This is an optimization exercise on Yosys and OpenROAD, whose aim is small area, a short achievable clock period and few clock cycles, not a production implementation.
The RTL was checked by simulation tests, not by an equivalence proof against the original design.
Power figures rest on the tool's default switching activity, not on a simulated workload.

$ cat flow/constraint.sdc
create_clock -name core_clock -period 10.0 [get_ports {CLK}]
set_input_delay 2.0000 -clock core_clock [delete_from_list [all_inputs] [get_ports {CLK}]]
set_output_delay 2.0000 -clock core_clock [all_outputs]
set_load 0.01 [all_outputs]
$ cat flow/run.sh
#!/bin/bash
# synth_recipe.tcl (not shown) runs the flow's synth.tcl, then flattens the netlist and writes it again
# the make line also repeats each setting of config.mk as NAME=value (left out here)
make -C /OpenROAD-flow-scripts/flow DESIGN_CONFIG=/design/flow/config.mk WORK_HOME=/design/flow/orfs CLKGATE_MAP_FILE= SYNTH_SCRIPT=/design/flow/synth_recipe.tcl finish
$ cat flow/config.mk
export PLATFORM = sky130hd
export DESIGN_NAME = riscv_core
export DESIGN_NICKNAME = riscv_core
export VERILOG_FILES = /design/flow/design.v
export SDC_FILE = /design/flow/constraint.sdc
export NUM_CORES = 4
export LEC_CHECK = 0
export CAP_MARGIN = 40
export CORE_MARGIN = 2
export CORE_UTILIZATION = 40
export SETUP_SLACK_MARGIN = 5.0
export SLEW_MARGIN = 20
$ cat flow/design.v
`timescale 1ns/1ns
package riscv_pkg;
    localparam logic [31:0] reset_sp = 32'h0000_1000;   
    function automatic logic [32:0] add32(input logic [31:0] a, input logic [31:0] b,
                                          input logic cin);
        logic [31:0] g;
        logic [31:0] p;
        logic [31:0] gg;
        logic [31:0] pp;
        g     = a & b;
        p     = a ^ b;
        gg    = g;
        pp    = p;
        gg[0] = g[0] | (p[0] & cin);
        for (int l = 0; l < 5; l++)
            for (int i = 0; i < 32; i++)
                if (((i >> l) & 1) == 1)
                begin
                    gg[i] = gg[i] | (pp[i] & gg[((i >> l) << l) - 1]);
                    pp[i] = pp[i] & pp[((i >> l) << l) - 1];
                end
        add32 = {gg[31], p ^ {gg[30:0], cin}};
    endfunction
endpackage
`timescale 1ns/1ns
module riscv_core
(
    input  logic        CLK,
    input  logic        rst,
    input  logic        hlt,      
    input  logic [31:0] idata,
    input  logic [31:0] datai,
    output logic [31:0] iaddr,
    output logic [31:0] datao,
    output logic [31:0] daddr,
    output logic [3:0]  be,
    output logic        wr,
    output logic        rd,
    output logic        idle
);
    logic [31:2] pc_f;               
    logic [31:1] rvalid;             
    logic        v_e;                
    logic        c_load;
    logic        c_store;
    logic        c_br;
    logic        c_pred;             
    logic        c_jalr;             
    logic        c_neg;              
    logic        c_sra;              
    logic        w_alu;              
    logic        w_load;             
    logic        we_e;               
    logic [4:0]  rd_e;
    logic [2:0]  f3_e;
    logic [31:0] op1;
    logic [31:0] op2;                
    logic [31:0] addr_e;             
    logic [31:2] alt;                
    logic [31:0] rf [1:31];
    logic [32:0] sum;
    logic [31:0] xr;
    logic        eq;
    logic        ltu;
    logic        lts;
    logic        cond;
    logic        mis;                
    logic [31:2] fix;                
    logic [4:0]  shamt;
    logic        sleft;
    logic [31:0] sin;
    logic [31:0] sout;
    logic [31:0] shr;
    logic [31:0] alu;
    logic [31:0] ld;
    logic [31:0] wb;
    logic [7:0]  lbyte;
    logic [15:0] lhalf;
    logic        wen;
    assign sum  = riscv_pkg::add32(op1, op2, c_neg);
    assign xr   = op1 ^ op2;
    assign eq   = &xr;               
    assign ltu  = !sum[32];
    assign lts  = (op1[31] == op2[31]) ? op1[31] : sum[31];
    always_comb
    begin
        case (f3_e[2:1])
            2'b00:   cond = eq;
            2'b10:   cond = lts;
            2'b11:   cond = ltu;
            default: cond = 1'b0;
        endcase
        cond = cond ^ f3_e[0];
    end
    assign mis = v_e & ((c_br & (cond ^ c_pred)) | c_jalr);
    assign fix = c_jalr ? addr_e[31:2] : alt;
    assign shamt = op2[4:0];
    assign sleft = !f3_e[2];
    always_comb
        for (int i = 0; i < 32; i++)
            sin[i] = sleft ? op1[31-i] : op1[i];
    assign shr = $signed({c_sra & op1[31], sin}) >>> shamt;
    always_comb
        for (int i = 0; i < 32; i++)
            sout[i] = sleft ? shr[31-i] : shr[i];
    always_comb
    begin
        case (f3_e)
            3'd0:    alu = sum[31:0];
            3'd1:    alu = sout;
            3'd2:    alu = {31'd0, lts};
            3'd3:    alu = {31'd0, ltu};
            3'd4:    alu = xr;
            3'd5:    alu = sout;
            3'd6:    alu = op1 | op2;
            default: alu = op1 & op2;
        endcase
    end
    assign lbyte = datai[{addr_e[1:0], 3'b000} +: 8];
    assign lhalf = addr_e[1] ? datai[31:16] : datai[15:0];
    always_comb
    begin
        case (f3_e[1:0])
            2'd0:    ld = {{24{!f3_e[2] & lbyte[7]}}, lbyte};
            2'd1:    ld = {{16{!f3_e[2] & lhalf[15]}}, lhalf};
            default: ld = datai;
        endcase
    end
    assign wb = w_load ? ld : w_alu ? alu : {alt, 2'b00};
    always_comb
    begin
        case (f3_e[1:0])
            2'd0:
            begin
                be    = 4'b0001 << addr_e[1:0];
                datao = {4{op2[7:0]}};
            end
            2'd1:
            begin
                be    = addr_e[1] ? 4'b1100 : 4'b0011;
                datao = {2{op2[15:0]}};
            end
            default:
            begin
                be    = 4'b1111;
                datao = op2;
            end
        endcase
    end
    assign daddr = addr_e;
    assign rd    = v_e & c_load;
    assign wr    = v_e & c_store;
    assign idle  = !v_e;
    assign wen   = v_e & we_e;
    assign iaddr = {pc_f, 2'b00};
    logic [4:0]  opc;
    logic [4:0]  rs1;
    logic [4:0]  rs2;
    logic [4:0]  rdi;
    logic [2:0]  f3;
    logic        d_lui;
    logic        d_auipc;
    logic        d_jal;
    logic        d_jalr;
    logic        d_br;
    logic        d_load;
    logic        d_store;
    logic        d_opi;
    logic        d_op;
    logic        d_neg;
    logic        d_x0;               
    logic        d_pred;             
    logic        stall;              
    logic [31:0] immi;
    logic [31:0] imms;
    logic [31:2] off;
    logic [31:2] inc;
    logic [31:2] tsum;
    logic [31:2] nf;
    logic [31:2] d_alt;
    logic [31:0] a1;                 
    logic [31:0] a2;
    logic [31:0] r1;
    logic [31:0] r2;
    assign opc = idata[6:2];
    assign rdi = idata[11:7];
    assign f3  = idata[14:12];
    assign rs1 = idata[19:15];
    assign rs2 = idata[24:20];
    assign d_lui   = (opc == 5'b01101);
    assign d_auipc = (opc == 5'b00101);
    assign d_jal   = (opc == 5'b11011);
    assign d_jalr  = (opc == 5'b11001);
    assign d_br    = (opc == 5'b11000);
    assign d_load  = (opc == 5'b00000);
    assign d_store = (opc == 5'b01000);
    assign d_opi   = (opc == 5'b00100);
    assign d_op    = (opc == 5'b01100);
    assign d_neg = d_br | ((d_op | d_opi) & (f3 == 3'd2 || f3 == 3'd3)) |
                   (d_op & f3 == 3'd0 & idata[30]);
    assign d_x0   = d_jalr & (rs1 == 5'd0);
    assign d_pred = d_jal | d_x0 | (d_br & idata[31]);    
    assign immi = {{21{idata[31]}}, idata[30:20]};
    assign imms = {{21{idata[31]}}, idata[30:25], idata[11:7]};
    always_comb
    begin
        if (d_br)
            off = {{20{idata[31]}}, idata[7], idata[30:25], idata[11:9]};
        else if (d_jal)
            off = {{12{idata[31]}}, idata[19:12], idata[20], idata[30:22]};
        else
            off = idata[31:12] << 10;
    end
    assign inc   = pc_f + 30'd1;
    assign tsum  = 30'(riscv_pkg::add32({pc_f, 2'b00}, {off, 2'b00}, 1'b0) >> 2);
    assign nf    = !d_pred ? inc : d_x0 ? immi[31:2] : tsum;
    assign d_alt = d_lui ? (idata[31:12] << 10) :
                   (d_auipc | (d_br & !idata[31])) ? tsum : inc;
    always_comb
    begin
        a1 = '0;
        a2 = '0;
        for (int i = 1; i < 32; i++)
        begin
            if (rs1 == 5'(i) && rvalid[i])
                a1 = a1 | rf[i];
            if (rs2 == 5'(i) && rvalid[i])
                a2 = a2 | rf[i];
        end
        if (rs1 == 5'd2 && !rvalid[2])
            a1 = riscv_pkg::reset_sp;
        if (rs2 == 5'd2 && !rvalid[2])
            a2 = riscv_pkg::reset_sp;
    end
    assign r1    = (wen && rd_e == rs1) ? wb : a1;
    assign r2    = (wen && rd_e == rs2) ? wb : a2;
    assign stall = (d_load | d_store | d_jalr) & wen & (rd_e == rs1);
    always_ff @(posedge CLK)
    begin
        if (rst)
        begin
            v_e    <= 1'b0;
            pc_f   <= '0;
            rvalid <= '0;
        end
        else if (!hlt)
        begin
            v_e <= !mis & !stall;
            if (mis)
                pc_f <= fix;
            else if (!stall)
                pc_f <= nf;
            if (wen)
                rvalid[rd_e] <= 1'b1;
        end
    end
    always_ff @(posedge CLK)
    begin
        if (!hlt)
        begin
            c_load  <= d_load;
            c_store <= d_store;
            c_br    <= d_br;
            c_pred  <= idata[31];
            c_jalr  <= d_jalr & !d_x0;
            c_neg   <= d_neg;
            c_sra   <= idata[30];
            w_alu   <= d_op | d_opi;
            w_load  <= d_load;
            we_e    <= (d_lui | d_auipc | d_jal | d_jalr | d_load | d_opi | d_op) & (rdi != 5'd0);
            rd_e    <= rdi;
            f3_e    <= f3;
            addr_e  <= 32'(riscv_pkg::add32(a1, d_store ? imms : immi, 1'b0));
            alt     <= d_alt;
            op1     <= r1;
            op2     <= (d_opi ? immi : r2) ^ {32{d_neg}};
        end
    end
    always_ff @(posedge CLK)
    begin
        if (!hlt && wen)
            rf[rd_e] <= wb;
    end
endmodule
==> run summary <==
- Vias per cell: 7.53
- Fraction of registers with async set/reset: 0%
- Clock sinks: roughly 1200
- Crit end category: register
- Setup violators final: 0
- Full die area: 161000 sq um
- Gate power share: 11.0%
- Final Critical Period: 5710 ps
- Worst-Skew Late Latency: 810 ps
- Initial Utilization: around 40%
- Slew Viols, Final: 0
- DR iter-0 viols: about 13000
- Largest net degree at the start of global routing: 65
- Residual DRC: 0
- Setup_tns: 0 ps
- Finished Cell Area: 75000 sq um
- Clock share of power: 40.2%
- Area Growth Syn to Fin: 18.9%
- Core Rows: roughly 150
- Top cells by area, synth: edfxtp_1 (54%), a22oi_1 (4.3%), a221oi_1 (4.0%)
- DR vias: roughly 57000
- Number of detailed-route iterations in the first pass: 13
- Initial antenna violation count: 11
- WL/cell: 41.8 um
- Port bufs: 165
- Sw Share: 26.1%
- Routed wire length: 316000 um
- Net switching power: 3090 uW
- Worst-Margin Slew: around 1000 ps
- Yosys reg bits: 1197
- Post-Layout Cell Count: around 7600
- Worst min path class: register to register
- H-tree Lvls: 3
- Core area: 156000 sq um
- Final hold violations: 0
- CTS Buffer Depth: 3
- Area share of the largest cell type after synthesis: 54.0%
- Internal power: 8760 uW
- Synth Flop Type: edfxtp_1
- Worst-path clk slew: 60 ps
- Crit path kind: input port to register
- Yosys warning count: 1
- Crit-path max FO: 23
- Part of the Yosys area used for sequential elements: 56.0%
- Final period util: 57.1%
- Vias in the first global route: ~52000
- Max Cap Viol: 0
- Final Skew: 82.0 ps
- CTS Buf Count: 119
- Pwr per Cell Area: 158 nW/um^2
- Syn Std Cell Area: approximately 63000 sq um
- IO Pins: 170
- Post-DP HPWL: between 150000 and 200000 um
- Root buf cell: clkbuf_16
- First-pass GRT wire length: 428000 um
- Filler Cell Count: around 14000
- Netlist cell types: 100
- Syn Area/Cell: 12.2 sq um
- Post-DP Area: 68700 sq um
- CP required: approximately 11000 ps
- Share of cells above drive strength 1: 18.1%
- Pleak: between 0.02 and 0.03 uW
- Type of origin of the critical path: input port
- Grt ovf: 0
- Slew headroom: 30.3%
- ANT nets after route: 0
- Status: no timing/DRC/antenna violations
- Gpl congestion: about 1
- Sequential share of power: 48.8%
- DIE WIDTH: 401 um
- Mapped Cells: 5187
- Cts hold-fix bufs: 0
- NumNets Final: ~5600
- Post-synth top area cell: edfxtp_1
- Max Fclk: about 0.18 GHz
- GRT Total Usage: between 30% and 40%
- RSZ-0062 raised after global routing: yes
- Worst path arrival time: 6230 ps
- DP Cell Count: 7225
- Die Ht: 401 um
- Total Power: 11800 uW
- EDFF count, synth: about 1100
- TritonCTS clock tree: yes
- Max IR drop VDD: 0.184 mV
[worst max-delay path, cell delays in order]
cell	delay (ps)
buf_12	90
buf_12	100
buf_16	120
nor2_1	100
and3_4	320
buf_8	260
a221oi_1	370
nand3_1	130
or4_4	560
ha_2	420
nand4_1	100
o31a_1	390
o21ai_2	200
inv_2	80
o21ai_4	190
buf_4	150
a21oi_4	50
a311oi_1	390
xnor2_1	100
[power groups by stage]
stage | Clock (uW) | Sequential (uW) | Combinational, uW
finish | 4770 | 5780 | 1300
CTS | 4750 | 5770 | 1250
detailed placement | 0 | 5880 | 1220
global route | 4960 | 5780 | 1370
floorplan | 0 | 5840 | 723
global placement | 0 | 5880 | 1200
[synth_stat cells, types with 11 or more instances]
library cell / number
inv_1: 134
a211o_1: 27
o211ai_1: 29
edfxtp_1: 1135
nand3_1: 170
a211oi_1: 52
buf_4: 13
nor2b_1: 29
fa_1: 15
or4_1: 30
mux4_2: 61
xnor2_1: 90
dfxtp_1: 62
mux2i_1: 77
clkbuf_8: 17
a31oi_1: 42
nand4_1: 111
mux2_2: 38
a221oi_1: 289
ha_1: 135
xor2_1: 36
nor3_1: 73
a21o_1: 36
o31ai_1: 12
a22o_1: 289
a21oi_1: 266
a22oi_1: 363
buf_1: 51
o21ai_0: 162
or3_1: 18
nand2b_1: 21
and3_1: 78
nor4_1: 12
a222oi_1: 64
clkbuf_1: 335
mux4_1: 18
and2_1: 28
buf_2: 18
o22ai_1: 13
nand2_1: 259
nor2_1: 278
a31o_2: 11
[cells by family after synthesis]
group | after synthesis | share of synthesized area (%)
other | 1 | 0.00595
buffers and inverters | 584 | 4.04
adders and majority gates | 150 | 3.15
and+or+nand+nor | 1158 | 9.07
AOI/OAI and AO/OA | 1775 | 21.1
xor gates and xnor gates | 127 | 1.79
DFF | 1197 | 56.0
muxes | 195 | 4.85
[layer usage]
metal  GRT usage, %  routed length (um)  up-vias
li1               -                   -    21600
met1           45.9              105000    27600
met2           53.8              128000     6017
met3           16.6               54300     1805
met4           26.1               29900       16
met5              0                 132        -
[state kept, by name, indices dropped and copies added, names as in the netlist, 3 cells and up]
signal and flops:
f3_e 3, rf 992, rvalid 31, rd_e 5
op1 32, alt 30, addr_e 32, pc_f 30
op2 32
[area by class of cell]
class,count,area (sq um),share of cell area (%)
repair buffers,544,5760,7.68
inverters,135,515,0.687
diodes,6,15.0,0.0200
repair inverters,1,7.51,0.0100
clock buffers,138,3070,4.10
flip-flops and latches,1197,35300,47.1
multi-input cells,3409,26700,35.6
clock inverters,89,1020,1.36
well taps,2058,2570,3.43
[placed cells by master (no fill, tap or decap), types with 131 or more instances in the layout]
cell type	Yosys	routed
edfxtp_1	1135	1135
nand3_1	170	170
clkdlybuf4s50_1	0	148
a22oi_1	363	360
a22o_1	289	289
o21ai_0	162	144
a221oi_1	289	273
buf_4	13	249
inv_1	134	131
nor2_1	278	233
a21oi_1	266	248
nand2_1	259	249
[stage by stage]
| stage | setup slack [ps] | utilization [%] | hold WS [ps] |
|---|---|---|---|
| final | 4290 | 48.0 | 497 |
| after global placement | 2010 | 43.3 | 459 |
| after floorplan | 4270 | - | 442 |
| after CTS | 4480 | 47.7 | 493 |
| after detailed placement | 2070 | 44.0 | 467 |
| after global routing | 4340 | 48.0 | 538 |
[worst paths after layout]
path	start	end	slack [ps]	depth (start not counted)
worst max-delay path	idata[19]	addr_e[29]	4290	19
worst min-delay path	rvalid[30]	rvalid[30]	500	2
worst min register to register	rvalid[30]	rvalid[30]	500	2
worst max register to register	op1[13]	pc_f[23]	5160	14
[what timing repair did]
item                                    4_1_cts  5_1_grt
cloned                                        5        1
setup buffers                                96        9
resized for setup                           257       66
pin swaps                                    64       28
endpoints found under the setup margin      189      145
endpoints found under the hold margin         0        0
Testbench counts, summed over its fixed seeds: cycles 22,473.

==> static timing again, ports no longer ideal <==
No port has a modelled driver above. Below, the same layout with a new extraction and two added sets of constraints. Step 1 assumes that a clkbuf_16 drives the clock port and a buf_2 every other input. Step 2 times the ports against the registers' clock, not the clock port: input delays grow and output delays shrink by t, the midpoint of the rising clock arrivals with the driver on. a / b / c = no drivers / after step 1 / after step 2; a / b = the first two.
t (ns): 0.843
setup slack, ns: 4.291 / 4.286 / 3.443
clock arrival spread, ns: 0.083 / 0.083
After both steps this run still meets setup and hold. For this run, drivers alone change the setup slack by -0.005 ns; drivers and shift together by -0.848 ns.
